From an optimization exercise on the open Yosys and OpenROAD flow, aimed at small area, a short achievable clock period and few clock cycles; shortcuts taken in it are not production practice.
Where RTL was checked, it was by simulation tests only, not by an equivalence proof against the original.
No functional check of the RTL was part of run 1.
Power is estimated from default activity; no workload was simulated.

$ cat flow/design.v
package rt_pkg;
    localparam int unsigned CAMERA_IW = 16;
    localparam int unsigned CAMERA_QW = 16;
    localparam int unsigned CAMERA_WL = CAMERA_IW + CAMERA_QW;
endpackage
module rt_rgu #(
    parameter int unsigned WL = rt_pkg::CAMERA_WL
) (
    input  logic [WL-1:0] base,
    input  logic [WL-1:0] delta,
    input  logic          cin,
    output logic [WL-1:0] next
);
    assign next = base + delta + WL'(cin);
endmodule
module rt_frag_stream #(
    parameter int unsigned IW = rt_pkg::CAMERA_IW,
    parameter int unsigned QW = rt_pkg::CAMERA_QW
) (
    input  logic          clk,
    input  logic          resetn,
    input  logic          start,
    input  logic          abort,
    output logic          busy,
    output logic          done,
    input  logic [31:0]   image_width,
    input  logic [31:0]   image_height,
    input  logic [31:0]   camera_center_x,
    input  logic [31:0]   camera_center_y,
    input  logic [31:0]   camera_center_z,
    input  logic [31:0]   pixel_delta_u_x,
    input  logic [31:0]   pixel_delta_u_y,
    input  logic [31:0]   pixel_delta_u_z,
    input  logic [31:0]   pixel_delta_v_x,
    input  logic [31:0]   pixel_delta_v_y,
    input  logic [31:0]   pixel_delta_v_z,
    input  logic [31:0]   pixel_00_loc_x,
    input  logic [31:0]   pixel_00_loc_y,
    input  logic [31:0]   pixel_00_loc_z,
    output logic          m_valid,
    input  logic          m_ready,
    output logic [31:0]   m_data,
    output logic          m_last
);
    logic [IW-1:0] img_w, img_h;
    logic          unused_bits;
    logic busy_q, init_q, valid_q, done_q;
    logic          lc_q, lr_q, last_q, w1_q;
    logic [IW-1:0] xrem_q, yrem_q, wm1_q;
    logic [31:0]   acc_q, row_q, step_q;
    logic          idle, hs, adv, row_start, lc_a, lr_a;
    logic [IW-1:0] xdec, ydec;
    logic [31:0]   sum;
    assign img_w = image_width[QW +: IW];
    assign img_h = image_height[QW +: IW];
    assign unused_bits = ^{image_width[QW-1:0], image_height[QW-1:0],
                           camera_center_y, camera_center_z,
                           pixel_delta_u_y, pixel_delta_u_z,
                           pixel_delta_v_y, pixel_delta_v_z,
                           pixel_00_loc_y, pixel_00_loc_z};
    assign idle      = ~(init_q | valid_q);
    assign hs        = valid_q & m_ready;
    assign adv       = init_q | hs;
    assign row_start = init_q | lc_q;
    assign xdec      = xrem_q - IW'(1);
    assign ydec      = yrem_q - IW'(1);
    rt_rgu #(
        .WL (32)
    ) u_rgu (
        .base  (lc_q ? row_q : acc_q),
        .delta (step_q),
        .cin   (init_q),
        .next  (sum)
    );
    always_comb begin
        lc_a = (xrem_q == IW'(1));
        lr_a = lr_q;
        if (row_start) begin
            lr_a = (yrem_q == IW'(1));
        end
        if (lc_q && !init_q) begin
            lc_a = w1_q;
        end
    end
    always_ff @(posedge clk or negedge resetn) begin
        if (!resetn) begin
            busy_q  <= 1'b0;
            init_q  <= 1'b0;
            valid_q <= 1'b0;
            done_q  <= 1'b0;
        end else begin
            done_q <= 1'b0;
            init_q <= 1'b0;
            if (abort) begin
                busy_q  <= 1'b0;
                valid_q <= 1'b0;
            end else if (!busy_q) begin
                if (start) begin
                    if (img_w != '0 && img_h != '0) begin
                        busy_q <= 1'b1;
                        init_q <= 1'b1;
                    end else begin
                        done_q <= 1'b1;
                    end
                end
            end else if (init_q) begin
                valid_q <= 1'b1;
            end else if (hs && last_q) begin
                busy_q  <= 1'b0;
                valid_q <= 1'b0;
                done_q  <= 1'b1;
            end
        end
    end
    always_ff @(posedge clk) begin
        if (idle) begin
            step_q <= ~camera_center_x;
            row_q  <= pixel_00_loc_x;
            xrem_q <= img_w;
            yrem_q <= img_h;
            lc_q   <= 1'b1;
        end
        if (adv) begin
            acc_q  <= sum;
        end
        if (!idle && adv) begin
            step_q <= lc_a ? pixel_delta_v_x : pixel_delta_u_x;
            lc_q   <= lc_a;
            lr_q   <= lr_a;
            last_q <= lc_a & lr_a;
            if (row_start) begin
                row_q  <= sum;
                yrem_q <= ydec;
            end
            if (init_q) begin
                xrem_q <= xdec;
                wm1_q  <= xdec;
                w1_q   <= (xrem_q == IW'(1));
            end else if (lc_q) begin
                xrem_q <= wm1_q;
            end else begin
                xrem_q <= xdec;
            end
        end
    end
    assign busy    = busy_q;
    assign done    = done_q;
    assign m_valid = valid_q;
    assign m_data  = acc_q;
    assign m_last  = last_q;
endmodule
$ cat flow/standard.sh
#!/bin/bash
# synth_recipe.tcl (not shown) runs the flow's synth.tcl, then flattens the netlist and writes it again
# the make line also repeats each setting of config.mk as NAME=value (left out here)
make -C /OpenROAD-flow-scripts/flow DESIGN_CONFIG=/design/flow/config.mk WORK_HOME=/design/flow/orfs CLKGATE_MAP_FILE= SYNTH_SCRIPT=/design/flow/synth_recipe.tcl "${@:-finish}"
$ cat flow/config.mk
export PLATFORM = sky130hd
export DESIGN_NAME = rt_frag_stream
export DESIGN_NICKNAME = rt_frag_stream
export VERILOG_FILES = /design/flow/design.v
export SDC_FILE = /design/flow/constraint.sdc
export NUM_CORES = 4
export LEC_CHECK = 0
export CAP_MARGIN = 20
export CORE_MARGIN = 2
export CORE_UTILIZATION = 40
export CTS_BUF_LIST = sky130_fd_sc_hd__clkbuf_4 sky130_fd_sc_hd__clkbuf_8
export SLEW_MARGIN = 20
$ cat flow/flow/run.sh
#!/bin/bash
# Standard ORFS layout, with small fast port buffers and a tighter setup
# target for the resizer's timing repair. Full tool logs stay under orfs/logs;
# make's own output goes to standard_make.log.
set -euo pipefail
export BUFFER_PORTS_ARGS="-buffer_cell sky130_fd_sc_hd__buf_1"
bash standard.sh BUFFER_PORTS_ARGS="$BUFFER_PORTS_ARGS" SETUP_SLACK_MARGIN=7.0 finish > standard_make.log 2>&1
$ cat flow/constraint.sdc
create_clock -name core_clock -period 10.0 [get_ports {clk}]
set_input_delay 2.0000 -clock core_clock [delete_from_list [all_inputs] [get_ports {clk}]]
set_output_delay 2.0000 -clock core_clock [all_outputs]
set_load 0.01 [all_outputs]
==> summary.txt, run 1 <==
status finished clean; fin. max-slew vios 0; TritonRoute pass-1 iters 6; GR Layer Usage met1 30.06%; number of global-route vias before repair 7568; global-route wire length before repair 40.72 mm; Final Cycle Share 30.79%; I/O pin cnt 489; Area growth syn-to-layout 26.66%; slew margin rel. 45.52%; clk buf depth 2; Total Nets Final 1654; Tmin final 3.079 ns; startpoint types register; cell accounting for the most synthesized area edfxtp_1; CORE AREA 22570 um2; synth top area cells edfxtp_1, dfxtp_1, mux2i_1; vias after detailed routing 8037; CTS Hold Bufs 0; most frequent CP cell fa_2; WL per Instance 18.38 um; # DRC 0; top post-synthesis cells by count nand2_1, edfxtp_1, nor2_1; Sinks on Clock Net 152; Die ar. 24130 um2; TNS Setup 0 ns; critical path capture point type register; Worst Reg2Reg Path Length in Cells 12; syn_nets 1419; Starting Density 40.59%; Post-Synthesis Cells 930; CTS HTree Levels 4; Hold Crit Class reg -> reg; GR Util met3 4.485%; Top delay family on crit path compound AO/OA/AOI/OAI gates; TritonCTS clock tree yes; Top FF cell, synth edfxtp_1; switch share 36.20%; Comb pwr share 41.6%; total track usage 21.63%; final setup fails 0; clk_skew 0.01131 ns; register area share after synthesis 44.35%; Worst-Skew Late Latency 0.46 ns; layer with the highest usage met2; via/cell ratio 5.486; CP max stage delay 0.44 ns; most instantiated library cell after synthesis nand2_1; Placer Congestion 0.9087; clock share of power 21.4%; Die Y 155.4 um; Unique masters post-synth 65; Seq cells post-synth 152; ys async rst share 2.632%; Worst EP required 10.41 ns; layout cell share with drive strength beyond 1 21.99%; Cell Chain, Critical Path buf_6 -> mux2_2 -> fa_2 -> fa_2 -> a211oi_2 -> o21ai_2 -> buf_4 -> and2_1 -> a32oi_1 -> o211ai_1 -> xor2_1 -> a21o_1; Final ANT Viol Nets 0; critical path depth 12; clk root buf clkbuf_8; peak supply drop 0.08400 mV; Buf/Inv on CP 2; Die Wd 155.4 um; Reg power frac 37.0%; CP Class reg -> reg; total chip power 2321 uW; Syn Area/Cell 9.852 um2; met2 usage 34.05%; Hold Path Stages 2; pwr/cell area 200.0 nW/um2; leakage 0.004465 uW; Internal 1481 uW; critical path peak fanout 4; Cell Area, Synth 9163 um2; CTS Buf Count 17; final hold vios 0; fmax 324.8 MHz; GR Overflow Total 0; Filler Cells Inserted 2126; Site Rows 55; Clk pin slew, worst setup/hold paths 0.08 ns; Util after Layout 51.41%; Post-DP HPWL 18.35 mm; EDFF count, synth 100; RSZ-0062 raised after global routing yes; initial antenna violation count 4; worst-margin pin slew 0.8109 ns; sw power 840.3 uW; Worst path slowest cell edfxtp_1; Synth top area share 32.77%; Ys Warns 1; max_cap viols 0; critical path arrival 3.49 ns; largest net degree at the start of global routing 68; DR iter-0 viols 603; Port Buffer Count 200; final WL 26.92 mm
-- metrics by stage --
| step | setup slack [ns] | cells | hold slack, ns | instance area, um2 |
|---|---|---|---|---|
| final | 6.921 | 1465 | 0.4778 | 11600 |
| after global routing | 6.798 | 1464 | 0.4949 | 11600 |
| after CTS | 6.836 | 1438 | 0.4762 | 11050 |
| after detailed placement | 6.011 | 1379 | 0.4626 | 10200 |
| after global placement | 5.954 | 1379 | 0.4594 | 10200 |
| after floorplan | 6.891 | 930 | 0.4474 | 9270 |
-- worst paths after layout --
path / startpoint / endpoint / slack [ns]
worst max-delay path: lc_q / row_q[28] / 6.92
worst min-delay path: row_q[22] / row_q[22] / 0.48
worst max register to register: lc_q / row_q[28] / 6.92
worst min register to register: row_q[22] / row_q[22] / 0.48
max in group asynchronous: resetn / valid_q / 8.42
min in group asynchronous: resetn / init_q / 1.36
-- cell usage in the layout (no fill, tap or decap), types with 14 or more instances in the layout --
master    netlist  routed
edfxtp_1      100     100
xor2_1         16      16
clkbuf_2        0      22
inv_1          16      16
nor3_1         18      17
a21o_1         19      18
nand3_1        22      20
buf_4           1      51
mux2i_1        81      81
nor2_1         85      80
ha_1           34      14
xnor2_1        22      20
a31oi_1        23      21
clkbuf_8        0      17
a21oi_1        74      58
o21ai_0        30      22
dfxtp_1        48      48
a21oi_2         0      15
buf_1           7     166
mux2_2         33      32
nand2_1       114     108
-- flip-flops by register name, indices dropped and copies added (netlist names) --
name / flops
last_q: 1
row_q: 32
lc_q: 1
yrem_q: 16
done_q: 1
init_q: 1
wm1_q: 16
xrem_q: 16
step_q: 32
acc_q: 32
lr_q: 1
w1_q: 1
busy_q: 1
valid_q: 1
-- worst reg2reg max path, stage by stage (launching register included) --
cell	delay [ns]
edfxtp_1	0.44
buf_6	0.15
mux2_2	0.27
fa_2	0.36
fa_2	0.38
a211oi_2	0.25
o21ai_2	0.16
buf_4	0.17
and2_1	0.13
a32oi_1	0.15
o211ai_1	0.14
xor2_1	0.29
a21o_1	0.15
-- routing by layer --
layer	share of wire, %	routed length, um	vias up
li1	-	-	3918
met1	46	12270	3801
met2	46	12350	266
met3	6.3	1704	48
met4	2.2	585	4
met5	0.085	23	-
-- power by group through the flow --
stage                     clock network [uW]  logic (uW)  registers [uW]
after floorplan                            0         562             865
after global placement                     0         759             870
after detailed placement                   0         763             872
after CTS                                504         843             856
after global routing                     532        1050             870
final                                    496         966             859
-- timing repair --
item	4_1_cts	5_1_grt
gates cloned	2	1
endpoints found under the setup margin	148	89
setup buffers	25	24
pin swaps	12	23
resized for setup	60	98
-- kinds of logic after synthesis --
kind of cell	share of synthesized area [%]
AND/OR/NAND/NOR	15.76
AO/OA/AOI/OAI	14.97
buffers and inverters	2.950
flip-flops	44.35
adder cells (fa/ha/maj)	5.080
XOR/XNOR	3.987
multiplexers	12.90
-- cell type report --
cell class,instances,area (um2),share of cell area [%]
Inverter,18,67.56,0.5822
Clock inverter,13,153.9,1.326
Antenna cell,2,5.005,0.04313
Sequential cell,152,4065,35.03
Multi-Input combinational cell,715,5308,45.74
Clock buffer,19,249.0,2.146
Timing Repair Buffer,261,1400,12.06
Tap cell,285,356.6,3.073
==> run 2: changes to the inputs <==
--- a/flow/design.v
+++ b/flow/design.v
@@ -13,3 +13,26 @@
 );
-    assign next = base + delta + WL'(cin);
+    localparam int unsigned LV = $clog2(WL);
+    logic [(LV+1)*WL-1:0] g, p;
+    logic [WL-1:0]        hp;
+    assign hp = base ^ delta;
+    always_comb begin
+        g = '0;
+        p = '0;
+        g[WL-1:0] = base & delta;
+        p[WL-1:0] = hp;
+        g[0] = (base[0] & delta[0]) | (hp[0] & cin);
+        for (int l = 0; l < LV; l++) begin
+            for (int i = 0; i < WL; i++) begin
+                if (((i >> l) & 1) == 1) begin
+                    g[(l+1)*WL + i] = g[l*WL + i]
+                                    | (p[l*WL + i] & g[l*WL + ((i >> l) << l) - 1]);
+                    p[(l+1)*WL + i] = p[l*WL + i] & p[l*WL + ((i >> l) << l) - 1];
+                end else begin
+                    g[(l+1)*WL + i] = g[l*WL + i];
+                    p[(l+1)*WL + i] = p[l*WL + i];
+                end
+            end
+        end
+        next = hp ^ {g[LV*WL +: WL-1], cin};
+    end
 endmodule
==> summary.txt, run 2 <==
status finished clean; Port Buffer Count 200 (unchanged); global-route wire length before repair 37.37 mm (-8.2%); clk buf depth 2 (unchanged); largest net degree at the start of global routing 66 (-2.9%); Cell Chain, Critical Path buf_6 -> buf_12 -> mux2_2 -> ha_4 -> and2_4 -> a221o_1 -> a221o_1 -> a211oi_4 -> o2bb2ai_4 -> a21oi_2 -> o311ai_1; via/cell ratio 5.322 (-3.0%); Final Cycle Share 31.75% (+0.96 points); Die Y 150.0 um (-3.4%); Worst Setup SP lc_q; final WL 25.30 mm (-6.0%); Placer Congestion 0.8285 (-8.8%); Total Nets Final 1626 (-1.7%); top post-synthesis cells by count nand2_1, nor2_1, edfxtp_1; startpoint types register; total track usage 21.68% (+0.056 points); CP max stage delay 0.43 ns (about the same); Worst-Skew Late Latency 0.45 ns (about the same); CTS Buf Count 17 (unchanged); number of global-route vias before repair 7050 (-6.8%); clk_skew 0.01590 ns (+0.004595 ns); Ys Warns 2 (+1); Die Wd 150.0 um (-3.4%); Final ANT Viol Nets 0 (unchanged); R2R Setup Slk 6.83 ns (-0.10 ns); mux contribution to synthesized area 6.045% (-6.9 points); TritonCTS clock tree yes; met2 usage 35.11% (+1.1 points); EDFF count, synth 100 (unchanged); WL per Instance 17.75 um (-3.4%); Reg-to-Reg Start lc_q; cell accounting for the most synthesized area edfxtp_1; Clk pin slew, worst setup/hold paths 0.09 ns (about the same); CORE AREA 20960 um2 (-7.2%); GR Util met3 5.122% (+0.64 points); critical path capture point type register; critical path depth 11 (-1); layout cell share with drive strength beyond 1 20.84% (-1.1 points); Seq cells post-synth 152 (unchanged); max_cap viols 0 (unchanged); DR iter-0 viols 448 (-26%); final setup fails 0 (unchanged); largest family of logic cells by synthesized area compound AO/OA/AOI/OAI gates; leakage 0.004330 uW (-3.0%); critical path arrival 3.35 ns (-0.14 ns); Cell Area, Synth 8527 um2 (-6.9%); most instantiated library cell after synthesis nand2_1; Hold Crit Class reg -> reg; peak supply drop 0.09099 mV (+8.3%); vias after detailed routing 7584 (-5.6%); Syn Area/Cell 9.549 um2 (-3.1%); Unique masters post-synth 63 (-3.1%); Buf/Inv on CP 2 (unchanged); ys async rst share 2.632% (unchanged); Sinks on Clock Net 152 (unchanged); Hold Path Stages 2 (unchanged); pwr/cell area 195.7 nW/um2 (-2.1%); syn_nets 1385 (-2.4%); worst-margin pin slew 1.106 ns (+0.2955 ns); Synth top area share 35.22% (+2.4 points); fin. max-slew vios 0 (unchanged); Starting Density 40.69% (+0.098 points); most frequent CP cell a221o_1; synth top area cells edfxtp_1, dfxtp_1, nand2_1; Top delay family on crit path compound AO/OA/AOI/OAI gates; post-synthesis simple-gate area fraction 16.07% (+0.31 points); initial antenna violation count 5 (+1); GR Layer Usage met1 28.90% (-1.2 points); Area growth syn-to-layout 31.90%; Synth Area in Compound Gates 16.40% (+1.4 points); CTS HTree Levels 4 (unchanged); Worst EP required 10.17 ns (-0.24 ns); I/O pin cnt 489 (unchanged); Fin Hold WS 0.4759 ns (-0.001839 ns); RSZ-0062 raised after global routing yes; Worst path slowest cell edfxtp_1; Post-DP HPWL 16.14 mm (-12%); layer with the highest usage met2; clk root buf clkbuf_8; Post-Synthesis Cells 893 (-4.0%); Die ar. 22500 um2 (-6.8%); Top FF cell, synth edfxtp_1; RR Endpoint acc_q[31]; GR Overflow Total 0 (unchanged); Util after Layout 53.67% (+2.3 points); # DRC 0 (unchanged); final hold vios 0 (unchanged); area share of xor/xnor cells in the synthesized design 3.800% (-0.19 points); fmax 315.0 MHz (-3.0%); commonest cells after routing, fill and taps aside buf_1, nand2_1, edfxtp_1; Top Registers acc_q x32, row_q x32, step_q x32; TNS Setup 0 ns (unchanged); CP Class reg -> reg; commonest non-fill, non-tap cell in the layout buf_1; critical path peak fanout 5 (+1); Worst Reg2Reg Path Length in Cells 11 (-1); Synth Area in Adders 6.251% (+1.2 points); Site Rows 53 (-3.6%); TritonRoute pass-1 iters 4 (-2); slew margin rel. 26.24% (-19 points); Tmin final 3.175 ns (+0.09614 ns); register area share after synthesis 47.66% (+3.3 points); Critical Path Sink acc_q[31]
run 2: what timing repair did:
item	4_1_cts	5_1_grt
resized for setup	90	64
pin swaps	35	27
cloned	6	1
endpoints found under the setup margin	172	169
setup buffers	38	14
hold buffers	0	0
run 2: cell families (layout without fill, tap and decap cells):
kind of cell / Yosys count / count (layout)
other: 0 / 3
xor gates and xnor gates: 37 / 37
AOI/OAI and AO/OA: 226 / 226
buffers and inverters: 83 / 337
muxes: 48 / 48
DFF: 152 / 152
and+or+nand+nor: 308 / 308
adders and majority gates: 39 / 39
run 2: power by group:
part	internal (uW)	total, uW	switching [uW]
Combinational	401	844	444
Sequential	801	858	56.8
Clock	255	499	245
run 2: metal layers:
layer / routed length (um) / up-vias / share of wire, %
met5: 22 / - / 0.087
met4: 442 / 4 / 1.7
met3: 1549 / 34 / 6.1
met2: 11960 / 215 / 47
met1: 11320 / 3598 / 45
li1: - / 3733 / -
run 2: final cells by class:
| class | instances | area [um2] |
|---|---|---|
| timing repair inverter | 2 | 20.02 |
| antenna | 3 | 7.507 |
| clock buffer | 20 | 256.5 |
| clock inverter | 12 | 148.9 |
| sequential | 152 | 4065 |
| multi-input combinational | 658 | 4677 |
| fill | 1979 | 9708 |
| timing repair buffer | 267 | 1577 |
| inverter | 36 | 151.4 |
| tap | 275 | 344.1 |
run 2: worst register-to-register path, cell delays in order (launching register included):
cell	delay (ns)
edfxtp_1	0.43
buf_6	0.15
buf_12	0.12
mux2_2	0.29
ha_4	0.24
and2_4	0.17
a221o_1	0.32
a221o_1	0.40
a211oi_4	0.34
o2bb2ai_4	0.12
a21oi_2	0.20
o311ai_1	0.13
run 2: worst min path at each step:
stage | startpoint | to | slack (ns)
6_report | row_q[16] | row_q[16] | 0.48
5_1_grt | row_q[21] | row_q[21] | 0.51
4_1_cts | row_q[24] | row_q[24] | 0.48
3_5_place_dp | row_q[21] | row_q[21] | 0.46
3_3_place_gp | row_q[21] | row_q[21] | 0.46
2_1_floorplan | yrem_q[13] | yrem_q[13] | 0.44
run 2: per-stage QoR:
step                      cell area [um2]  worst slack, ns  power [uW]  instances
after floorplan                      8647            6.874        1315        893
after global placement               9574            5.375        1464       1330
after detailed placement             9574            5.388        1478       1330
after CTS                           10800            6.826        2100       1406
after global routing                11240            6.720        2321       1422
final                               11250            6.825        2201       1425
Testbench counts of run 2, summed over its fixed seeds: cycles 25,740.
==> run 3: changes to the inputs <==
==> flow/flow/run.sh (replaced) <==
#!/bin/bash
# Standard ORFS layout with small port buffers, a compact clock tree and a
# tighter setup target for the resizer's timing repair. Each ORFS step keeps
# its full log under orfs/logs; make's own output goes to standard_make.log.
set -euo pipefail
export BUFFER_PORTS_ARGS="-buffer_cell sky130_fd_sc_hd__buf_1"
export CTS_ARGS="-sink_clustering_enable -repair_clock_nets -buf_list {sky130_fd_sc_hd__clkbuf_8 sky130_fd_sc_hd__clkbuf_16} -sink_clustering_size 30 -sink_clustering_max_diameter 100 -dont_use_dummy_load"
bash standard.sh BUFFER_PORTS_ARGS="$BUFFER_PORTS_ARGS" CTS_ARGS="$CTS_ARGS" SETUP_SLACK_MARGIN=6.5 finish > standard_make.log 2>&1
--- a/flow/config.mk
+++ b/flow/config.mk
@@ -9,4 +9,3 @@
 export CORE_MARGIN = 2
-export CORE_UTILIZATION = 40
-export CTS_BUF_LIST = sky130_fd_sc_hd__clkbuf_4 sky130_fd_sc_hd__clkbuf_8
+export CORE_UTILIZATION = 65
 export SLEW_MARGIN = 20
==> summary.txt, run 3 <==
area share of xor/xnor cells in the synthesized design 3.800% (unchanged); EDFF count, synth 100 (unchanged); mux contribution to synthesized area 6.045% (unchanged); Site Rows 41 (-23%); synth top area cells edfxtp_1, dfxtp_1, nand2_1; Synth Area in Compound Gates 16.40% (unchanged); first error [ERROR PPL-0024] Number of IO pins (489) exceeds maximum number of available positions (420). Increase the die perimeter from 474.14um to 665.04um.; top post-synthesis cells by count nand2_1, nor2_1, edfxtp_1; most instantiated library cell after synthesis nand2_1; Starting Density 67.02% (+26 points); Synth top area share 35.22% (unchanged); post-synthesis simple-gate area fraction 16.07% (unchanged); Seq cells post-synth 152 (unchanged); Fail Step 3_2_place_iop; ys async rst share 2.632% (unchanged); status stopped before the end; largest family of logic cells by synthesized area compound AO/OA/AOI/OAI gates; Syn Area/Cell 9.549 um2 (unchanged); Unique masters post-synth 63 (unchanged); Cell Area, Synth 8527 um2 (unchanged); syn_nets 1385 (unchanged); Post-Synthesis Cells 893 (unchanged); Top FF cell, synth edfxtp_1; register area share after synthesis 47.66% (unchanged); Ys Warns 2 (unchanged); Die Wd 118.5 um (-21%); cell accounting for the most synthesized area edfxtp_1; Die Y 118.5 um (-21%); Synth Area in Adders 6.251% (unchanged)
[run 3: cell counts after synthesis]
Identical to the previous run, type by type.
[run 3: kinds of logic after synthesis]
logic type	Yosys count
AO/OA/AOI/OAI	226
XOR/XNOR	37
adder cells (fa/ha/maj)	39
buffers and inverters	83
flip-flops	152
multiplexers	48
AND/OR/NAND/NOR	308
==> run 4: changes to the inputs <==
--- a/flow/config.mk
+++ b/flow/config.mk
@@ -7,5 +7,6 @@
 export LEC_CHECK = 0
+export ABC_AREA = 1
 export CAP_MARGIN = 20
 export CORE_MARGIN = 2
-export CORE_UTILIZATION = 65
+export CORE_UTILIZATION = 40
 export SLEW_MARGIN = 20
==> summary.txt, run 4 <==
Top Registers acc_q x32, row_q x32, step_q x32; syn_nets 1666 (+20%); GR Overflow Total 0; DP Cell Count 1617; CTS HTree Levels 4; CORE AREA 22500 um2; vias after detailed routing 8350; pwr/cell area 197.6 nW/um2; total chip power 2098 uW; peak supply drop 0.1172 mV; Final ANT Viol Nets 0; commonest cells after routing, fill and taps aside nand2_1, buf_1, inv_1; max_cap viols 0; largest net degree at the start of global routing 61; Post-DP HPWL 17.82 mm; Top FF cell, synth edfxtp_1; layout cell share with drive strength beyond 1 3.991%; Syn Area/Cell 7.778 um2 (-19%); clk buf depth 2; total track usage 22.16%; clk_skew 0.02458 ns; Ys Warns 2 (unchanged); TritonRoute pass-1 iters 7; final setup fails 0; leakage 0.004615 uW; fmax 292.1 MHz; global-route wire length before repair 41.30 mm; Cell Area, Synth 9131 um2 (+7.1%); register area share after synthesis 44.51% (-3.2 points); Hold Crit Class reg -> reg; Site Rows 55 (+34%); ys async rst share 2.632% (unchanged); commonest non-fill, non-tap cell in the layout nand2_1; CP Class in -> reg; status finished clean; worst-margin pin slew 0.9025 ns; Unique masters post-synth 44 (-30%); Tmin final 3.424 ns; Buf/Inv on CP 5; Cell Chain, Critical Path buf_1 -> nand2_1 -> inv_2 -> nor2_4 -> buf_4 -> inv_4 -> buf_8 -> nand2_1 -> a21oi_1 -> a21oi_1; initial antenna violation count 4; top post-synthesis cells by count nand2_1, inv_1, o21ai_0; Die ar. 24050 um2; final WL 26.11 mm; CP max stage delay 0.34 ns; number of global-route vias before repair 7985; critical path arrival 3.60 ns; Die Wd 155.1 um (+31%); Placer Congestion 0.8455; fin. max-slew vios 0; EDFF count, synth 100 (unchanged); via/cell ratio 5.082; Top delay family on crit path buffers and inverters; critical path depth 10; TritonCTS clock tree yes; Worst path slowest cell a21oi_1; Starting Density 40.58% (-26 points); Synth top area share 32.89% (-2.3 points); Worst Reg2Reg Path Length in Cells 13; synth top area cells edfxtp_1, nand2_1, dfxtp_1; critical path capture point type register; TNS Setup 0 ns; critical path peak fanout 41; clk root buf clkbuf_16; Finished Layout Cells 1643; Seq cells post-synth 152 (unchanged); startpoint types input port; Clk pin slew, worst setup/hold paths 0.05 ns; Worst EP required 10.17 ns; Port Buffer Count 200; I/O pin cnt 489; DR iter-0 viols 436; Hold Path Stages 2; # DRC 0; cell accounting for the most synthesized area edfxtp_1; WL per Instance 15.89 um; Area growth syn-to-layout 16.26%; Post-Synthesis Cells 1174 (+31%); CTS Buf Count 17; Sinks on Clock Net 152; Total Nets Final 1847; Worst-Skew Late Latency 0.43 ns; RSZ-0062 raised after global routing no; Final Cycle Share 34.24%; slew margin rel. 39.77%; most instantiated library cell after synthesis nand2_1; final hold vios 0; Die Y 155.1 um (+31%)
[run 4: final timing paths]
kind,to,from,slack (ns)
max in group asynchronous,init_q,resetn,8.40
min in group asynchronous,done_q,resetn,1.41
min,row_q[4],row_q[4],0.50
min reg2reg,row_q[4],row_q[4],0.50
max reg2reg,row_q[17],lc_q,6.84
max,step_q[31],m_ready,6.58
[run 4: area by class of cell]
class / count / area (um2)
Fill cell: 2297 / 11890
Tap cell: 285 / 356.6
Timing Repair Buffer: 211 / 877.1
Sequential cell: 152 / 4064
Multi-Input combinational cell: 838 / 4369
Clock buffer: 17 / 425.4
Antenna cell: 5 / 12.51
Inverter: 135 / 511.7
[run 4: cells by family (layout without fill, tap and decap cells)]
group                    Yosys count  in the layout  synth area share (%)
adder cells (fa/ha/maj)           39             39                 5.837
buffers and inverters            185            363                 8.112
AND/OR/NAND/NOR                  536            537                 24.92
other                              0              5                     0
multiplexers                       5              5                0.5481
flip-flops                       152            152                 44.51
AO/OA/AOI/OAI                    228            228                 13.29
XOR/XNOR                          29             29                 2.782
[run 4: stage by stage]
| step | utilization (%) | instance area [um2] | hold slack, ns | worst slack (ns) |
|---|---|---|---|---|
| detailed placement | 44.82 | 10080 | 0.4883 | 5.349 |
| global placement | 44.82 | 10080 | 0.4803 | 5.322 |
| floorplan | - | 9139 | 0.4550 | 6.460 |
| CTS | 46.84 | 10540 | 0.4951 | 6.504 |
| finish | 47.18 | 10620 | 0.4969 | 6.576 |
| global route | 47.17 | 10610 | 0.5304 | 6.517 |
[run 4: worst reg2reg max path, cell delays in order (launching register included)]
cell and delay (ns):
edfxtp_1 0.41, buf_12 0.17, inv_1 0.07, buf_6 0.35, o21ai_0 0.19, ha_1 0.35, a21oi_1 0.16, nand2_1 0.17
a21oi_2 0.22, nand2_4 0.17, fa_1 0.44, xor2_1 0.23, nand2_1 0.08, o21ai_0 0.09
[run 4: where the power goes]
| part | internal (uW) | leakage, uW | switching, uW | total, uW |
|---|---|---|---|---|
| combinational | 261 | 0.00297 | 445 | 706 |
| sequential | 811 | 0.00144 | 54.2 | 866 |
| clock | 295 | 0.000210 | 231 | 526 |
| total | 1370 | 0.00462 | 730 | 2100 |
[run 4: layer usage]
layer	wire, um	track usage [%]	vias to the layer above
met5	0	0	-
met4	761	7.584	0
met3	1224	3.844	31
met2	12190	36.38	231
met1	11930	29.66	3840
li1	-	-	4248
[run 4: repair_timing]
action	in CTS	in global routing
hold buffers	0	0
pin swaps	1	0
resized for setup	5	3
endpoints found under the hold margin	0	0
endpoints found under the setup margin	143	25
gates cloned	1	0
buffers inserted	1	1
==> run 5: changes to the inputs <==
--- a/flow/config.mk
+++ b/flow/config.mk
@@ -7,3 +7,2 @@
 export LEC_CHECK = 0
-export ABC_AREA = 1
 export CAP_MARGIN = 20
==> summary.txt, run 5 <==
status finished clean; fmax 296.9 MHz (+1.7%); Hold Crit Class reg -> reg; critical path peak fanout 39 (-4.9%); largest net degree at the start of global routing 66 (+8.2%); layout cell share with drive strength beyond 1 9.366% (+5.4 points); WL per Instance 16.94 um (+6.6%); Worst EP required 10.27 ns (+0.10 ns); Filler Cells Inserted 2035 (-11%); TNS Setup 0 ns (unchanged); Reg area 4064 um2 (unchanged); Hold Path Origin row_q[1]; Cell Chain, Critical Path buf_1 -> a21oi_4 -> bufinv_16 -> buf_16 -> o21ai_4 -> or3_1 -> a211oi_1 -> a211oi_1; Cell Area, Synth 8527 um2 (-6.6%); Die ar. 22500 um2 (-6.4%); R2R Setup Slk 6.66 ns (-0.18 ns); Tmin final 3.368 ns (-0.05602 ns); Final Cycle Share 33.68% (-0.56 points); Total Nets Final 1583 (-14%); leakage 0.003854 uW (-16%); number of global-route vias before repair 6586 (-18%); critical path arrival 3.64 ns (+0.04 ns); TritonRoute pass-1 iters 4 (-3); Hold Path Stages 2 (unchanged); clk root buf clkbuf_16; RR Endpoint acc_q[31]; Clk pin slew, worst setup/hold paths 0.05 ns (about the same); top post-synthesis cells by count nand2_1, nor2_1, edfxtp_1; Area growth syn-to-layout 20.31%; final WL 23.17 mm (-11%); Die Wd 150.0 um (-3.3%); EDFF count, synth 100 (unchanged); TritonCTS clock tree yes; global-route wire length before repair 34.93 mm (-15%); Worst path slowest cell or3_1; commonest non-fill, non-tap cell in the layout buf_1; critical path capture point type register; Starting Density 40.69% (+0.11 points); GR Overflow Total 0 (unchanged); Top FF cell, synth edfxtp_1; CTS Buf Count 17 (unchanged); I/O pin cnt 489 (unchanged); syn_nets 1385 (-17%); Port Buffer Count 200 (unchanged); DR iter-0 viols 398 (-8.7%); total chip power 2007 uW (-4.3%); Final ANT Viol Nets 0 (unchanged); Die Y 150.0 um (-3.3%); RSZ-0062 raised after global routing yes; final setup fails 0 (unchanged); startpoint types input port; slew margin rel. 52.06% (+12 points); Syn Area/Cell 9.549 um2 (+23%); commonest cells after routing, fill and taps aside buf_1, nand2_1, nor2_1; CP max stage delay 0.39 ns (+0.05 ns); synth top area cells edfxtp_1, dfxtp_1, nand2_1; Hold Path End row_q[1]; most instantiated library cell after synthesis nand2_1; register area share after synthesis 47.66% (+3.2 points); Unique masters post-synth 63 (+43%); most frequent CP cell a211oi_1; final hold vios 0 (unchanged); vias after detailed routing 7202 (-14%); Post-DP HPWL 16.01 mm (-10%); Site Rows 53 (-3.6%); total track usage 20.30% (-1.9 points); cell accounting for the most synthesized area edfxtp_1; CTS HTree Levels 4 (unchanged); Multi-input gate area 4225 um2 (-3.3%); Worst Reg2Reg Path Length in Cells 11 (-2); Sinks on Clock Net 152 (unchanged); initial antenna violation count 4 (unchanged); Reg-to-Reg Start lc_q; # DRC 0 (unchanged); worst-margin pin slew 0.7191 ns (-0.1834 ns); Placer Congestion 0.8583 (+1.5%); CORE AREA 20960 um2 (-6.9%); max_cap viols 0 (unchanged); Ys Warns 2 (unchanged); clk buf depth 2 (unchanged); via/cell ratio 5.265 (+3.6%); pwr/cell area 195.6 nW/um2 (-1.0%); Worst-Skew Late Latency 0.42 ns (about the same); ys async rst share 2.632% (unchanged); CP Class in -> reg; Seq cells post-synth 152 (unchanged); peak supply drop 0.09073 mV (-23%); Synth top area share 35.22% (+2.3 points); Top Registers acc_q x32, row_q x32, step_q x32; clk_skew 0.02323 ns (-0.001344 ns); fin. max-slew vios 0 (unchanged); Post-Synthesis Cells 893 (-24%)
run 5: cell families after synthesis:
family | count (synthesis) | synth area share [%]
XOR/XNOR | 37 | 3.800
buffers and inverters | 83 | 3.771
AND/OR/NAND/NOR | 308 | 16.07
multiplexers | 48 | 6.045
AO/OA/AOI/OAI | 226 | 16.40
adder cells (fa/ha/maj) | 39 | 6.251
flip-flops | 152 | 47.66
run 5: worst max path at each step:
stage,startpoint,end,slack [ns],depth (start not counted)
after detailed placement,m_ready,row_q[2],5.27,8
after floorplan,m_ready,row_q[23],6.47,7
final,m_ready,row_q[31],6.63,8
after CTS,m_ready,row_q[2],6.49,8
after global placement,m_ready,row_q[2],5.20,8
after global routing,lc_q,acc_q[31],6.47,11
run 5: what timing repair did:
item | 4_1_cts | 5_1_grt
hold buffers | 0 | 0
pin swaps | 2 | 6
cloned | 1 | 1
buffers inserted | 3 | 10
gates resized for setup | 18 | 9
endpoints found under the hold margin | 0 | 0
setup endpoints to repair | 94 | 35
run 5: where the power goes:
part           switching [uW]  internal (uW)
clock                     223            295
combinational             362            272
sequential               53.1            803
total                     638           1370
run 5: layout make-up:
type / count / share of cell area (%)
timing repair inverter: 1 / 0.08538
clock buffer: 17 / 4.147
timing repair buffer: 225 / 9.940
multi-input combinational: 658 / 41.19
inverter: 36 / 1.573
tap: 275 / 3.354
sequential: 152 / 39.61
antenna: 4 / 0.09757
run 5: per-layer routing:
layer  GRT usage, %  wire length, um  vias up
li1               -                -     3637
met1          28.18            11020     3381
met2          31.71            10520      170
met3          4.665             1333       14
met4          5.849              296        0
met5              0                0        -
run 5: critical path, delay by kind of cell:
kind	cells	cell delay, ns
and+or+nand+nor	1	0.39
buffers and inverters	3	0.62
AOI/OAI and AO/OA	4	0.60
run 5: stage by stage:
stage | setup WS, ns | cell area, um2 | std cells | hold slack (ns) | utilization (%)
6_report | 6.632 | 10260 | 1368 | 0.4698 | 48.96
5_1_grt | 6.473 | 10250 | 1365 | 0.4892 | 48.92
4_1_cts | 6.495 | 10120 | 1353 | 0.4728 | 48.31
3_5_place_dp | 5.267 | 9557 | 1332 | 0.4634 | 45.61
3_3_place_gp | 5.203 | 9557 | 1332 | 0.4589 | 45.61
2_1_floorplan | 6.469 | 8533 | 893 | 0.4375 | -
==> run 6: changes to the inputs <==
--- a/flow/flow/run.sh
+++ b/flow/flow/run.sh
@@ -7,2 +7,2 @@
 export CTS_ARGS="-sink_clustering_enable -repair_clock_nets -buf_list {sky130_fd_sc_hd__clkbuf_8 sky130_fd_sc_hd__clkbuf_16} -sink_clustering_size 30 -sink_clustering_max_diameter 100 -dont_use_dummy_load"
-bash standard.sh BUFFER_PORTS_ARGS="$BUFFER_PORTS_ARGS" CTS_ARGS="$CTS_ARGS" SETUP_SLACK_MARGIN=6.5 finish > standard_make.log 2>&1
+bash standard.sh BUFFER_PORTS_ARGS="$BUFFER_PORTS_ARGS" CTS_ARGS="$CTS_ARGS" SETUP_SLACK_MARGIN=6.3 finish > standard_make.log 2>&1
==> summary.txt, run 6 <==
ys async rst share 2.632% (unchanged); CTS Buf Count 17 (unchanged); Area growth syn-to-layout 18.72%; commonest non-fill, non-tap cell in the layout buf_1; pwr/cell area 196.5 nW/um2 (+0.46%); commonest cells after routing, fill and taps aside buf_1, nand2_1, nor2_1; Total Nets Final 1573 (-0.63%); area share of xor/xnor cells in the synthesized design 3.800% (unchanged); I/O pin cnt 489 (unchanged); CTS Hold Bufs 0 (unchanged); cell accounting for the most synthesized area edfxtp_1; status finished clean; Worst Setup SP lc_q; post-synthesis simple-gate area fraction 16.07% (unchanged); RR Endpoint acc_q[31]; final setup fails 0 (unchanged); Cell Area, Synth 8527 um2 (unchanged); Worst-Skew Late Latency 0.42 ns (about the same); most instantiated library cell after synthesis nand2_1; register area share after synthesis 47.66% (unchanged); Util after Layout 48.31% (-0.64 points); syn_nets 1385 (unchanged); final hold vios 0 (unchanged); total chip power 1990 uW (-0.86%); Syn Area/Cell 9.549 um2 (unchanged); Synth Area in Adders 6.251% (unchanged); fin. max-slew vios 0 (unchanged); mux contribution to synthesized area 6.045% (unchanged); critical path arrival 3.72 ns (+0.08 ns); largest family of logic cells by synthesized area compound AO/OA/AOI/OAI gates; worst slack, placed 5.262 ns (-0.005450 ns); peak supply drop 0.09415 mV (+3.8%); R2R Setup Slk 6.40 ns (-0.26 ns); max_cap viols 0 (unchanged); Reg-to-Reg Start lc_q; startpoint types register; top post-synthesis cells by count nand2_1, nor2_1, edfxtp_1; Placer Congestion 0.8207 (-4.4%); CORE AREA 20960 um2 (unchanged); final WL 22.87 mm (-1.3%); Filler Cells Inserted 2049 (+0.69%); Starting Density 40.69% (unchanged); Die Y 150.0 um (unchanged); TritonCTS clock tree yes; Top Registers acc_q x32, row_q x32, step_q x32; EDFF count, synth 100 (unchanged); leakage 0.003792 uW (-1.6%); Unique masters post-synth 63 (unchanged); Final Cycle Share 36.02% (+2.3 points); number of global-route vias before repair 6625 (+0.59%); slew margin rel. 45.80% (-6.3 points); # DRC 0 (unchanged); Post-DP HPWL 16.06 mm (+0.27%); Critical Path Sink acc_q[31]; Final Worst Setup Slack 6.398 ns (-0.2346 ns); Port Buffer Count 200 (unchanged); Post-Synthesis Cells 893 (unchanged); Hold Crit Class reg -> reg; critical path capture point type register; DP Cell Count 1331 (-0.075%); Worst EP required 10.12 ns (-0.15 ns); Tmin final 3.602 ns (+0.2346 ns); TritonRoute pass-1 iters 5 (+1); Seq cells post-synth 152 (unchanged); fmax 277.6 MHz (-6.5%); TNS Setup 0 ns (unchanged); clk_skew 0.02215 ns (-0.001082 ns); Ys Warns 2 (unchanged); global-route wire length before repair 34.77 mm (-0.45%); clk root buf clkbuf_16; total track usage 20.18% (-0.12 points); Final ANT Viol Nets 0 (unchanged); Multi-input gate area 4209 um2 (-0.38%); Worst Reg2Reg Path Length in Cells 10 (-1); RSZ-0062 raised after global routing yes; Synth Area in Compound Gates 16.40% (unchanged); WL per Instance 16.85 um (-0.51%); via/cell ratio 5.288 (+0.45%); CTS HTree Levels 4 (unchanged); DR iter-0 viols 385 (-3.3%); Sinks on Clock Net 152 (unchanged); synth top area cells edfxtp_1, dfxtp_1, nand2_1; layout cell share with drive strength beyond 1 8.063% (-1.3 points); Top FF cell, synth edfxtp_1; CP Class reg -> reg; largest net degree at the start of global routing 74 (+12%); initial antenna violation count 3 (-1); vias after detailed routing 7176 (-0.36%); worst-margin pin slew 0.8128 ns (+0.09377 ns); GR Overflow Total 0 (unchanged); Hold Path Stages 2 (unchanged); clk buf depth 2 (unchanged); Die Wd 150.0 um (unchanged); Reg area 4065 um2 (about the same); Finished Layout Cells 1357 (-0.80%); Clk pin slew, worst setup/hold paths 0.06 ns (about the same); Synth top area share 35.22% (unchanged); Die ar. 22500 um2 (unchanged); critical path peak fanout 23 (-41%); Site Rows 53 (unchanged)
## run 6: per-stage QoR
stage | instance area, um2 | hold slack [ns]
floorplan | 8529 | 0.4375
global placement | 9549 | 0.4597
detailed placement | 9549 | 0.4626
CTS | 10050 | 0.4733
global route | 10120 | 0.4938
finish | 10120 | 0.4727
## run 6: layer usage
| layer | vias up | GRT usage [%] | wire length, um |
|---|---|---|---|
| li1 | 3615 | - | - |
| met3 | 24 | 4.848 | 1426 |
| met2 | 177 | 31.51 | 10500 |
| met5 | - | 0 | 13 |
| met1 | 3358 | 27.77 | 10580 |
| met4 | 2 | 6.132 | 348 |
## run 6: what timing repair did
| item | 4_1_cts | 5_1_grt |
|---|---|---|
| buffers inserted | 3 | 1 |
| gates resized for setup | 9 | 4 |
| endpoints found under the setup margin | 54 | 13 |
| pin swaps | 1 | 2 |
| cloned | 0 | 1 |
## run 6: area by class of cell
class / count / share of cell area, %
antenna: 3 / 0.07416
clock buffer: 17 / 4.202
inverter: 36 / 1.594
multi-input combinational: 659 / 41.58
sequential: 152 / 40.16
tap: 275 / 3.399
timing repair buffer: 215 / 8.998
## run 6: how the worst min path moves through the flow
stage / end / start
after floorplan: yrem_q[13] / yrem_q[13]
after global placement: row_q[18] / row_q[18]
after detailed placement: yrem_q[13] / yrem_q[13]
after CTS: row_q[1] / row_q[1]
after global routing: row_q[19] / row_q[19]
final: row_q[7] / row_q[7]
## run 6: kinds of logic after synthesis
| logic type | count (synthesis) |
|---|---|
| compound gates | 226 |
| xor+xnor | 37 |
| fa+ha+maj | 39 |
| buf+inv | 83 |
| flops | 152 |
| mux | 48 |
| simple gates | 308 |
## run 6: where the power goes
part | internal (uW) | switching, uW | leakage [uW]
Sequential | 803 | 53.2 | 0.00145
Combinational | 260 | 356 | 0.00214
Clock | 295 | 223 | 0.000210
## run 6: critical path, cell delays in order (launching register included)
cell and delay (ns):
edfxtp_1 0.37, buf_6 0.27, mux2_2 0.39, ha_1 0.32, and2_4 0.18, a221o_1 0.33, a221o_1 0.41, a211oi_2 0.33
o2bb2ai_1 0.22, a21oi_1 0.27, o311ai_0 0.19
==> run 7: changes to the inputs <==
--- a/flow/flow/run.sh
+++ b/flow/flow/run.sh
@@ -7,2 +7,2 @@
 export CTS_ARGS="-sink_clustering_enable -repair_clock_nets -buf_list {sky130_fd_sc_hd__clkbuf_8 sky130_fd_sc_hd__clkbuf_16} -sink_clustering_size 30 -sink_clustering_max_diameter 100 -dont_use_dummy_load"
-bash standard.sh BUFFER_PORTS_ARGS="$BUFFER_PORTS_ARGS" CTS_ARGS="$CTS_ARGS" SETUP_SLACK_MARGIN=6.3 finish > standard_make.log 2>&1
+bash standard.sh BUFFER_PORTS_ARGS="$BUFFER_PORTS_ARGS" CTS_ARGS="$CTS_ARGS" SETUP_SLACK_MARGIN=6.0 finish > standard_make.log 2>&1
==> summary.txt, run 7 <==
max_cap viols 0 (unchanged); Total Nets Final 1568 (-0.32%); clock share of power 26.0% (about the same); worst-margin pin slew 0.7261 ns (-0.08677 ns); vias after detailed routing 7119 (-0.79%); Sinks on Clock Net 152 (unchanged); fin. max-slew vios 0 (unchanged); R2R Setup Slk 6.29 ns (-0.11 ns); Post-DP HPWL 15.91 mm (-0.93%); Buf/Inv on CP 1 (unchanged); RR Endpoint acc_q[31]; TritonCTS clock tree yes; Site Rows 53 (unchanged); Worst Reg2Reg Path Length in Cells 10 (unchanged); Hold Path End row_q[6]; syn_nets 1385 (unchanged); synth top area cells edfxtp_1, dfxtp_1, nand2_1; DP Cell Count 1331 (unchanged); Internal 1352 uW (-0.37%); switch share 31.77% (about the same); sw power 629.6 uW (-0.41%); Worst-Skew Late Latency 0.42 ns (about the same); largest net degree at the start of global routing 77 (+4.1%); Top Registers acc_q x32, row_q x32, step_q x32; Top delay family on crit path compound AO/OA/AOI/OAI gates; Reg-to-Reg Start lc_q; TritonRoute pass-1 iters 5 (unchanged); Die Wd 150.0 um (unchanged); Ys Warns 2 (unchanged); cell accounting for the most synthesized area edfxtp_1; clk buf depth 2 (unchanged); status finished clean; Final ANT Viol Nets 0 (unchanged); global-route wire length before repair 34.44 mm (-0.95%); Die Y 150.0 um (unchanged); register area share after synthesis 47.66% (unchanged); CTS Hold Bufs 0 (unchanged); critical path arrival 3.84 ns (+0.12 ns); Placer Congestion 0.8302 (+1.2%); Tmin final 3.715 ns (+0.1126 ns); CP Class reg -> reg; Cell Chain, Critical Path buf_6 -> mux2_2 -> ha_1 -> and2_4 -> a221o_1 -> a221o_1 -> a211oi_2 -> o2bb2ai_1 -> a21oi_1 -> o311ai_0; Reg power frac 43.2% (+0.2 points); critical path capture point type register; Die ar. 22500 um2 (unchanged); total track usage 19.89% (-0.29 points); worst slack, placed 5.672 ns (+0.4104 ns); slew margin rel. 51.48% (+5.7 points); critical path peak fanout 32 (+39%); Final Cycle Share 37.15% (+1.1 points); # DRC 0 (unchanged); initial antenna violation count 3 (unchanged); top post-synthesis cells by count nand2_1, nor2_1, edfxtp_1; Seq cells post-synth 152 (unchanged); final setup fails 0 (unchanged); Hold Path Origin row_q[6]; Cell Area, Synth 8527 um2 (unchanged); WL per Instance 16.67 um (-1.1%); Worst path slowest cell edfxtp_1; clk_skew 0.02386 ns (+0.001714 ns); Post-Synthesis Cells 893 (unchanged); Top FF cell, synth edfxtp_1; commonest non-fill, non-tap cell in the layout buf_1; Comb pwr share 30.8% (-0.2 points); CORE AREA 20960 um2 (unchanged); startpoint types register; Worst EP required 10.13 ns (about the same); via/cell ratio 5.273 (-0.28%); RSZ-0062 raised after global routing no; I/O pin cnt 489 (unchanged); CTS HTree Levels 4 (unchanged); most instantiated library cell after synthesis nand2_1; Hold Crit Class reg -> reg; Area growth syn-to-layout 17.55%; clk root buf clkbuf_16; CTS Buf Count 17 (unchanged); ys async rst share 2.632% (unchanged); leakage 0.003753 uW (-1.0%); DR iter-0 viols 404 (+4.9%); final WL 22.51 mm (-1.6%); Unique masters post-synth 63 (unchanged); peak supply drop 0.1015 mV (+7.8%); Final Worst Setup Slack 6.285 ns (-0.1126 ns); CP max stage delay 0.43 ns (+0.02 ns); pwr/cell area 197.7 nW/um2 (+0.61%); most frequent CP cell a221o_1; Syn Area/Cell 9.549 um2 (unchanged); number of global-route vias before repair 6493 (-2.0%); Util after Layout 47.83% (-0.48 points); Synth top area share 35.22% (unchanged); total chip power 1982 uW (-0.39%); GR Overflow Total 0 (unchanged); Starting Density 40.69% (unchanged); Hold Path Stages 2 (unchanged); fmax 269.2 MHz (-3.0%); layout cell share with drive strength beyond 1 7.449% (-0.61 points); EDFF count, synth 100 (unchanged); TNS Setup 0 ns (unchanged); Clk pin slew, worst setup/hold paths 0.07 ns (about the same); commonest cells after routing, fill and taps aside buf_1, nand2_1, nor2_1; Finished Layout Cells 1350 (-0.52%); Port Buffer Count 200 (unchanged); final hold vios 0 (unchanged)
## run 7: layer usage
layer	track usage (%)	part of all wire [%]	up-vias
li1	-	-	3597
met1	27.96	46	3323
met2	31.10	46	173
met3	4.482	6.5	22
met4	4.953	1.1	4
met5	0	0.098	-
## run 7: cell type report
| type | count | area (um2) |
|---|---|---|
| antenna | 1 | 2.502 |
| clock buffer | 17 | 425.4 |
| fill | 2082 | 10930 |
| inverter | 36 | 137.6 |
| multi-input combinational | 658 | 4193 |
| sequential | 152 | 4064 |
| tap | 275 | 344.1 |
| timing repair buffer | 211 | 857.1 |
## run 7: logic make-up (layout without fill, tap and decap cells)
group                      after synthesis  in the layout  share of synthesized area (%)
buffers and inverters                   83            264                          3.771
xor gates and xnor gates                37             37                          3.800
other                                    0              1                              0
and+or+nand+nor                        308            308                          16.07
AOI/OAI and AO/OA                      226            226                          16.40
muxes                                   48             48                          6.045
DFF                                    152            152                          47.66
adders and majority gates               39             39                          6.251
## run 7: worst max-delay path by stage
stage               cells past startpoint         end     from  slack (ns)
floorplan                               2        lc_q  m_ready        6.26
global placement                        8  step_q[21]  m_ready        5.67
detailed placement                      8  step_q[21]  m_ready        5.67
CTS                                     8  step_q[21]  m_ready        6.10
global route                           10   acc_q[31]     lc_q        6.02
finish                                 10   acc_q[31]     lc_q        6.29
## run 7: power by group through the flow
stage | clock network, uW | registers [uW] | logic, uW
3_3_place_gp | 0 | 865 | 592
6_report | 516 | 856 | 610
4_1_cts | 528 | 855 | 608
2_1_floorplan | 0 | 866 | 438
5_1_grt | 553 | 867 | 688
3_5_place_dp | 0 | 867 | 603
## run 7: metrics by stage
step                hold slack (ns)  instance area (um2)
floorplan                    0.4375                 8527
global placement             0.4581                 9549
detailed placement           0.4598                 9549
CTS                          0.4715                 9975
global route                 0.4880                10020
finish                       0.4712                10020
## run 7: timing repair
action,in CTS,in global routing
resized for setup,0,4
buffers inserted,0,0
endpoints found under the setup margin,0,18
## run 7: worst reg2reg max path, stage by stage, from the launching register on
cell and delay, ns:
edfxtp_1 0.43, buf_6 0.38, mux2_2 0.44, ha_1 0.32, and2_4 0.18, a221o_1 0.34
a221o_1 0.41, a211oi_2 0.30, o2bb2ai_1 0.18, a21oi_1 0.26, o311ai_0 0.19
==> run 8: changes to the inputs <==
--- a/flow/flow/run.sh
+++ b/flow/flow/run.sh
@@ -7,2 +7,2 @@
 export CTS_ARGS="-sink_clustering_enable -repair_clock_nets -buf_list {sky130_fd_sc_hd__clkbuf_8 sky130_fd_sc_hd__clkbuf_16} -sink_clustering_size 30 -sink_clustering_max_diameter 100 -dont_use_dummy_load"
-bash standard.sh BUFFER_PORTS_ARGS="$BUFFER_PORTS_ARGS" CTS_ARGS="$CTS_ARGS" SETUP_SLACK_MARGIN=6.0 finish > standard_make.log 2>&1
+bash standard.sh BUFFER_PORTS_ARGS="$BUFFER_PORTS_ARGS" CTS_ARGS="$CTS_ARGS" SETUP_SLACK_MARGIN=6.9 finish > standard_make.log 2>&1
==> summary.txt, run 8 <==
status finished clean; Port Buffer Count 200 (unchanged); Die Wd 150.0 um (unchanged); total chip power 2115 uW (+6.7%); final setup fails 0 (unchanged); Total Nets Final 1605 (+2.4%); TritonRoute pass-1 iters 5 (unchanged); Top Registers acc_q x32, row_q x32, step_q x32; # DRC 0 (unchanged); Syn Area/Cell 9.549 um2 (unchanged); Unique masters post-synth 63 (unchanged); peak supply drop 0.07911 mV (-22%); R2R Setup Slk 6.80 ns (+0.51 ns); critical path peak fanout 16 (-50%); Tmin final 3.203 ns (-0.5117 ns); synth top area cells edfxtp_1, dfxtp_1, nand2_1; Ys Warns 2 (unchanged); Seq cells post-synth 152 (unchanged); Starting Density 40.69% (unchanged); fin. max-slew vios 0 (unchanged); Area growth syn-to-layout 25.59%; Die ar. 22500 um2 (unchanged); EDFF count, synth 100 (unchanged); Sinks on Clock Net 152 (unchanged); Post-DP HPWL 15.94 mm (+0.19%); initial antenna violation count 6 (+3); CP Class reg -> reg; cell accounting for the most synthesized area edfxtp_1; critical path arrival 3.50 ns (-0.34 ns); number of global-route vias before repair 6781 (+4.4%); final WL 24.07 mm (+6.9%); critical path capture point type register; vias after detailed routing 7398 (+3.9%); Worst EP required 10.30 ns (+0.17 ns); total track usage 21.18% (+1.3 points); fmax 312.2 MHz (+16%); leakage 0.004037 uW (+7.6%); Site Rows 53 (unchanged); Top FF cell, synth edfxtp_1; most instantiated library cell after synthesis nand2_1; top post-synthesis cells by count nand2_1, nor2_1, edfxtp_1; Post-Synthesis Cells 893 (unchanged); commonest cells after routing, fill and taps aside buf_1, nand2_1, edfxtp_1; layout cell share with drive strength beyond 1 14.04% (+6.6 points); slew margin rel. 26.60% (-25 points); clk_skew 0.03075 ns (+0.006888 ns); syn_nets 1385 (unchanged); final hold vios 0 (unchanged); via/cell ratio 5.318 (+0.86%); TNS Setup 0 ns (unchanged); Die Y 150.0 um (unchanged); global-route wire length before repair 36.54 mm (+6.1%); CTS Hold Bufs 0 (unchanged); CTS Buf Count 17 (unchanged); Placer Congestion 0.8902 (+7.2%); WL per Instance 17.30 um (+3.8%); clk root buf clkbuf_16; commonest non-fill, non-tap cell in the layout buf_1; ys async rst share 2.632% (unchanged); clk buf depth 2 (unchanged); Final ANT Viol Nets 0 (unchanged); largest net degree at the start of global routing 59 (-23%); DR iter-0 viols 435 (+7.7%); TritonCTS clock tree yes; Final Cycle Share 32.03% (-5.1 points); I/O pin cnt 489 (unchanged); register area share after synthesis 47.66% (unchanged); Synth top area share 35.22% (unchanged); Cell Area, Synth 8527 um2 (unchanged); Hold Crit Class reg -> reg; startpoint types register; pwr/cell area 197.5 nW/um2 (-0.12%); RSZ-0062 raised after global routing yes; Worst-Skew Late Latency 0.43 ns (about the same); GR Overflow Total 0 (unchanged); CTS HTree Levels 4 (unchanged); CORE AREA 20960 um2 (unchanged); Clk pin slew, worst setup/hold paths 0.07 ns (about the same); max_cap viols 0 (unchanged); worst-margin pin slew 1.101 ns (+0.3749 ns)
## run 8: cells by family (layout without fill, tap and decap cells)
family          after synthesis  in the layout  share of synthesized area (%)
mux                          48             48                          6.045
simple gates                308            308                          16.07
compound gates              226            227                          16.40
fa+ha+maj                    39             39                          6.251
flops                       152            152                          47.66
other cells                   0              5                              0
xor+xnor                     37             37                          3.800
buf+inv                      83            300                          3.771
## run 8: final cells by class
type,instances,area [um2]
Tap cell,275,344.1
Fill cell,2006,10250
Inverter,36,147.6
Timing Repair inverter,3,33.78
Sequential cell,152,4066
Timing Repair Buffer,244,1195
Multi-Input combinational cell,659,4484
Antenna cell,5,12.51
Clock buffer,17,425.4
## run 8: power by group
| group | switching, uW | internal, uW | total (uW) | leakage [uW] |
|---|---|---|---|---|
| Combinational | 407 | 334 | 741 | 0.00238 |
| Sequential | 55.8 | 803 | 858 | 0.00144 |
| Clock | 221 | 294 | 516 | 0.000210 |
| Total | 684 | 1430 | 2120 | 0.00404 |
## run 8: path summary, 6_finish.rpt
path	from	to	depth (start not counted)
hold reg to reg	row_q[1]	row_q[1]	2
min in group asynchronous	resetn	done_q	1
max in group asynchronous	resetn	init_q	1
setup / recovery	lc_q	row_q[22]	13
hold / removal	row_q[1]	row_q[1]	2
setup reg to reg	lc_q	row_q[22]	13
## run 8: critical path: stages (launching register included)
cell	delay, ns
edfxtp_1	0.44
buf_8	0.22
mux2_2	0.36
ha_1	0.37
and3_1	0.20
nor4bb_2	0.25
buf_4	0.16
buf_4	0.09
a22oi_2	0.08
buf_4	0.20
o221ai_2	0.24
a21oi_1	0.13
xnor2_1	0.16
o21a_1	0.18
## run 8: timing repair
action,CTS,global route
resized for setup,58,23
setup buffers,25,8
pin swaps,24,19
endpoints found under the setup margin,129,80
cloned,5,0
## run 8: through the flow
stage / cell area (um2) / std cells / worst slack, ns / utilization, % / hold WS, ns
CTS: 10520 / 1378 / 6.765 / 50.21 / 0.4729
global placement: 9569 / 1331 / 5.001 / 45.67 / 0.4575
finish: 10710 / 1391 / 6.797 / 51.10 / 0.4714
detailed placement: 9569 / 1331 / 5.028 / 45.67 / 0.4612
global route: 10700 / 1388 / 6.628 / 51.07 / 0.4871
floorplan: 8605 / 893 / 6.874 / - / 0.4375
## run 8: metal layers
| layer | vias to the layer above | part of all wire (%) | track usage, % |
|---|---|---|---|
| li1 | 3684 | - | - |
| met1 | 3471 | 46 | 29.49 |
| met2 | 213 | 45 | 32.26 |
| met3 | 28 | 6.8 | 5.244 |
| met4 | 2 | 2.1 | 7.075 |
| met5 | - | 0.054 | 0 |
==> run 9: changes to the inputs <==
--- a/flow/flow/run.sh
+++ b/flow/flow/run.sh
@@ -7,2 +7,2 @@
 export CTS_ARGS="-sink_clustering_enable -repair_clock_nets -buf_list {sky130_fd_sc_hd__clkbuf_8 sky130_fd_sc_hd__clkbuf_16} -sink_clustering_size 30 -sink_clustering_max_diameter 100 -dont_use_dummy_load"
-bash standard.sh BUFFER_PORTS_ARGS="$BUFFER_PORTS_ARGS" CTS_ARGS="$CTS_ARGS" SETUP_SLACK_MARGIN=6.9 finish > standard_make.log 2>&1
+bash standard.sh BUFFER_PORTS_ARGS="$BUFFER_PORTS_ARGS" CTS_ARGS="$CTS_ARGS" SETUP_SLACK_MARGIN=6.7 finish > standard_make.log 2>&1
==> summary.txt, run 9 <==
Final ANT Viol Nets 0 (unchanged); final setup fails 0 (unchanged); RR Endpoint acc_q[31]; vias after detailed routing 7240 (-2.1%); Worst-Skew Late Latency 0.42 ns (about the same); Unique masters post-synth 63 (unchanged); WL per Instance 17.20 um (-0.55%); Tmin final 3.269 ns (+0.06546 ns); worst-margin pin slew 1.031 ns (-0.07019 ns); Synth top area share 35.22% (unchanged); Sinks on Clock Net 152 (unchanged); clk buf depth 2 (unchanged); commonest non-fill, non-tap cell in the layout buf_1; most frequent CP cell buf_4; Reg-to-Reg Start lc_q; fin. max-slew vios 0 (unchanged); Final Cycle Share 32.69% (+0.65 points); Hold Crit Class reg -> reg; Die Wd 150.0 um (unchanged); Top Registers acc_q x32, row_q x32, step_q x32; Worst path slowest cell edfxtp_1; ys async rst share 2.632% (unchanged); TritonCTS clock tree yes; CORE AREA 20960 um2 (unchanged); total track usage 20.59% (-0.59 points); max_cap viols 0 (unchanged); Worst EP required 10.14 ns (-0.16 ns); top post-synthesis cells by count nand2_1, nor2_1, edfxtp_1; register area share after synthesis 47.66% (unchanged); EDFF count, synth 100 (unchanged); clk root buf clkbuf_16; via/cell ratio 5.289 (-0.56%); CP Class reg -> reg; I/O pin cnt 489 (unchanged); Top FF cell, synth edfxtp_1; most instantiated library cell after synthesis nand2_1; Seq cells post-synth 152 (unchanged); final hold vios 0 (unchanged); layout cell share with drive strength beyond 1 10.83% (-3.2 points); Cell Area, Synth 8527 um2 (unchanged); number of global-route vias before repair 6588 (-2.8%); Post-Synthesis Cells 893 (unchanged); RSZ-0062 raised after global routing yes; Cell Chain, Critical Path buf_4 -> buf_6 -> buf_4 -> buf_4 -> mux2_2 -> ha_1 -> a21oi_1 -> o21bai_1 -> a21o_1 -> a211oi_4 -> o2bb2ai_4 -> a21oi_2 -> o311ai_1; CTS Buf Count 17 (unchanged); cell accounting for the most synthesized area edfxtp_1; Area growth syn-to-layout 22.32%; Die ar. 22500 um2 (unchanged); critical path arrival 3.40 ns (-0.10 ns); Starting Density 40.69% (unchanged); peak supply drop 0.1083 mV (+37%); fmax 305.9 MHz (-2.0%); Port Buffer Count 200 (unchanged); status finished clean; final WL 23.55 mm (-2.1%); Fin Hold WS 0.4768 ns (+0.005427 ns); TNS Setup 0 ns (unchanged); # DRC 0 (unchanged); TritonRoute pass-1 iters 5 (unchanged); commonest cells after routing, fill and taps aside buf_1, nand2_1, nor2_1; Clk pin slew, worst setup/hold paths 0.05 ns (-0.02 ns); Die Y 150.0 um (unchanged); slew margin rel. 31.28% (+4.7 points); Placer Congestion 0.8381 (-5.9%); CTS HTree Levels 4 (unchanged); largest net degree at the start of global routing 71 (+20%); Ys Warns 2 (unchanged); startpoint types register; Critical Path Sink acc_q[31]; pwr/cell area 197.2 nW/um2 (-0.16%); Worst Setup SP lc_q; DR iter-0 viols 400 (-8.0%); Syn Area/Cell 9.549 um2 (unchanged); global-route wire length before repair 35.12 mm (-3.9%); critical path peak fanout 6 (-10); Site Rows 53 (unchanged); GR Overflow Total 0 (unchanged); synth top area cells edfxtp_1, dfxtp_1, nand2_1; leakage 0.003893 uW (-3.6%); Post-DP HPWL 15.97 mm (+0.22%); CP max stage delay 0.45 ns (about the same); Total Nets Final 1584 (-1.3%); initial antenna violation count 5 (-1); Worst Reg2Reg Path Length in Cells 13 (unchanged); R2R Setup Slk 6.73 ns (-0.07 ns); critical path capture point type register; syn_nets 1385 (unchanged); clk_skew 0.02118 ns (-0.009575 ns)
-- run 9: cell counts after synthesis --
No cell type changed its count.
-- run 9: area by class of cell --
type | count | area (um2)
Antenna cell | 4 | 10.01
Clock buffer | 17 | 425.4
Fill cell | 2015 | 10530
Inverter | 36 | 161.4
Multi-Input combinational cell | 659 | 4409
Sequential cell | 152 | 4064
Tap cell | 275 | 344.1
Timing Repair Buffer | 225 | 1007
Timing Repair inverter | 1 | 8.758
-- run 9: logic make-up after synthesis --
family | after synthesis | synth area share (%)
buf+inv | 83 | 3.771
mux | 48 | 6.045
fa+ha+maj | 39 | 6.251
compound gates | 226 | 16.40
flops | 152 | 47.66
xor+xnor | 37 | 3.800
simple gates | 308 | 16.07
-- run 9: what timing repair did --
item,CTS,global route
cloned,3,0
gates resized for setup,20,31
setup buffers,13,2
pin swaps,9,10
endpoints found under the setup margin,97,62
hold buffers,0,0
-- run 9: worst min-delay path by stage --
stage	startpoint	to	slack, ns	cells past startpoint
final	row_q[3]	row_q[3]	0.48	2
after global routing	yrem_q[13]	yrem_q[13]	0.50	1
after CTS	row_q[3]	row_q[3]	0.47	2
after detailed placement	yrem_q[13]	yrem_q[13]	0.46	1
after global placement	row_q[12]	row_q[12]	0.46	2
after floorplan	yrem_q[13]	yrem_q[13]	0.44	1
-- run 9: where the power goes --
group / switching [uW] / internal (uW) / total [uW]
Clock: 225 / 295 / 520
Sequential: 55.5 / 803 / 858
Combinational: 383 / 296 / 679
Total: 663 / 1390 / 2060
-- run 9: worst max-delay path: cells and delay by family (launching register included) --
family          cells  cell delay (ns)
mux                 1             0.27
fa+ha+maj           1             0.36
flops               1             0.45
buf+inv             4             0.60
compound gates      7             1.31
-- run 9: routing by layer --
layer	vias to the layer above	track usage, %	routed length [um]
li1	3634	-	-
met1	3390	28.18	10750
met2	189	32.44	10930
met3	25	4.787	1432
met4	2	6.274	431
met5	-	0	8
-- run 9: per-stage QoR --
step           setup WS, ns  std cells  utilization [%]  power, uW  cell area [um2]
2_1_floorplan         6.706        893                -       1307             8556
3_3_place_gp          5.584       1330            45.58       1458             9550
3_5_place_dp          5.587       1330            45.58       1470             9550
4_1_cts               6.603       1363            48.76       2021            10220
5_1_grt               6.588       1365            49.73       2179            10420
6_report              6.731       1369            49.77       2057            10430

-- static timing again, ports no longer ideal --
No port has a modelled driver above. Below, the same layouts with a new extraction and two added sets of constraints. Step 1, drivers: a clkbuf_16 drives clk and a buf_2 each remaining input, both assumed. Step 2 adds t to the input delays and takes it off the output delays; t is the mean of the earliest and latest rising clock arrival at the registers after step 1. Input paths then give back, and output paths get back, about the clock's delay inside the block. Slacks: ideal ports / drivers / drivers and shift; pairs: ideal ports / drivers.
run | t, ns | slack for setup (ns) | hold WS [ns] | worst slew at a driven data input, ns
run 1 | 0.499 | 6.921 / 6.895 / 6.517 | 0.478 / 0.478 / 0.478 | 0.08
run 2 | 0.480 | 6.825 / 6.825 / 6.518 | 0.476 / 0.476 / 0.476 | 0.08
run 4 | 0.458 | 6.576 / 6.597 / 6.140 | 0.497 / 0.497 / 0.497 | 0.12
run 5 | 0.450 | 6.632 / 6.651 / 6.201 | 0.470 / 0.470 / 0.470 | 0.10
run 6 | 0.459 | 6.398 / 6.398 / 6.027 | 0.473 / 0.473 / 0.473 | 0.10
run 7 | 0.457 | 6.285 / 6.285 / 5.920 | 0.471 / 0.471 / 0.471 | 0.09
run 8 | 0.460 | 6.797 / 6.797 / 6.467 | 0.471 / 0.471 / 0.471 | 0.09
run 9 | 0.454 | 6.731 / 6.731 / 6.307 | 0.477 / 0.477 / 0.477 | 0.09
After both steps every run listed still meets setup and hold. For run 4, which loses most, drivers alone change the setup slack by +0.021 ns; drivers and shift together by -0.436 ns.
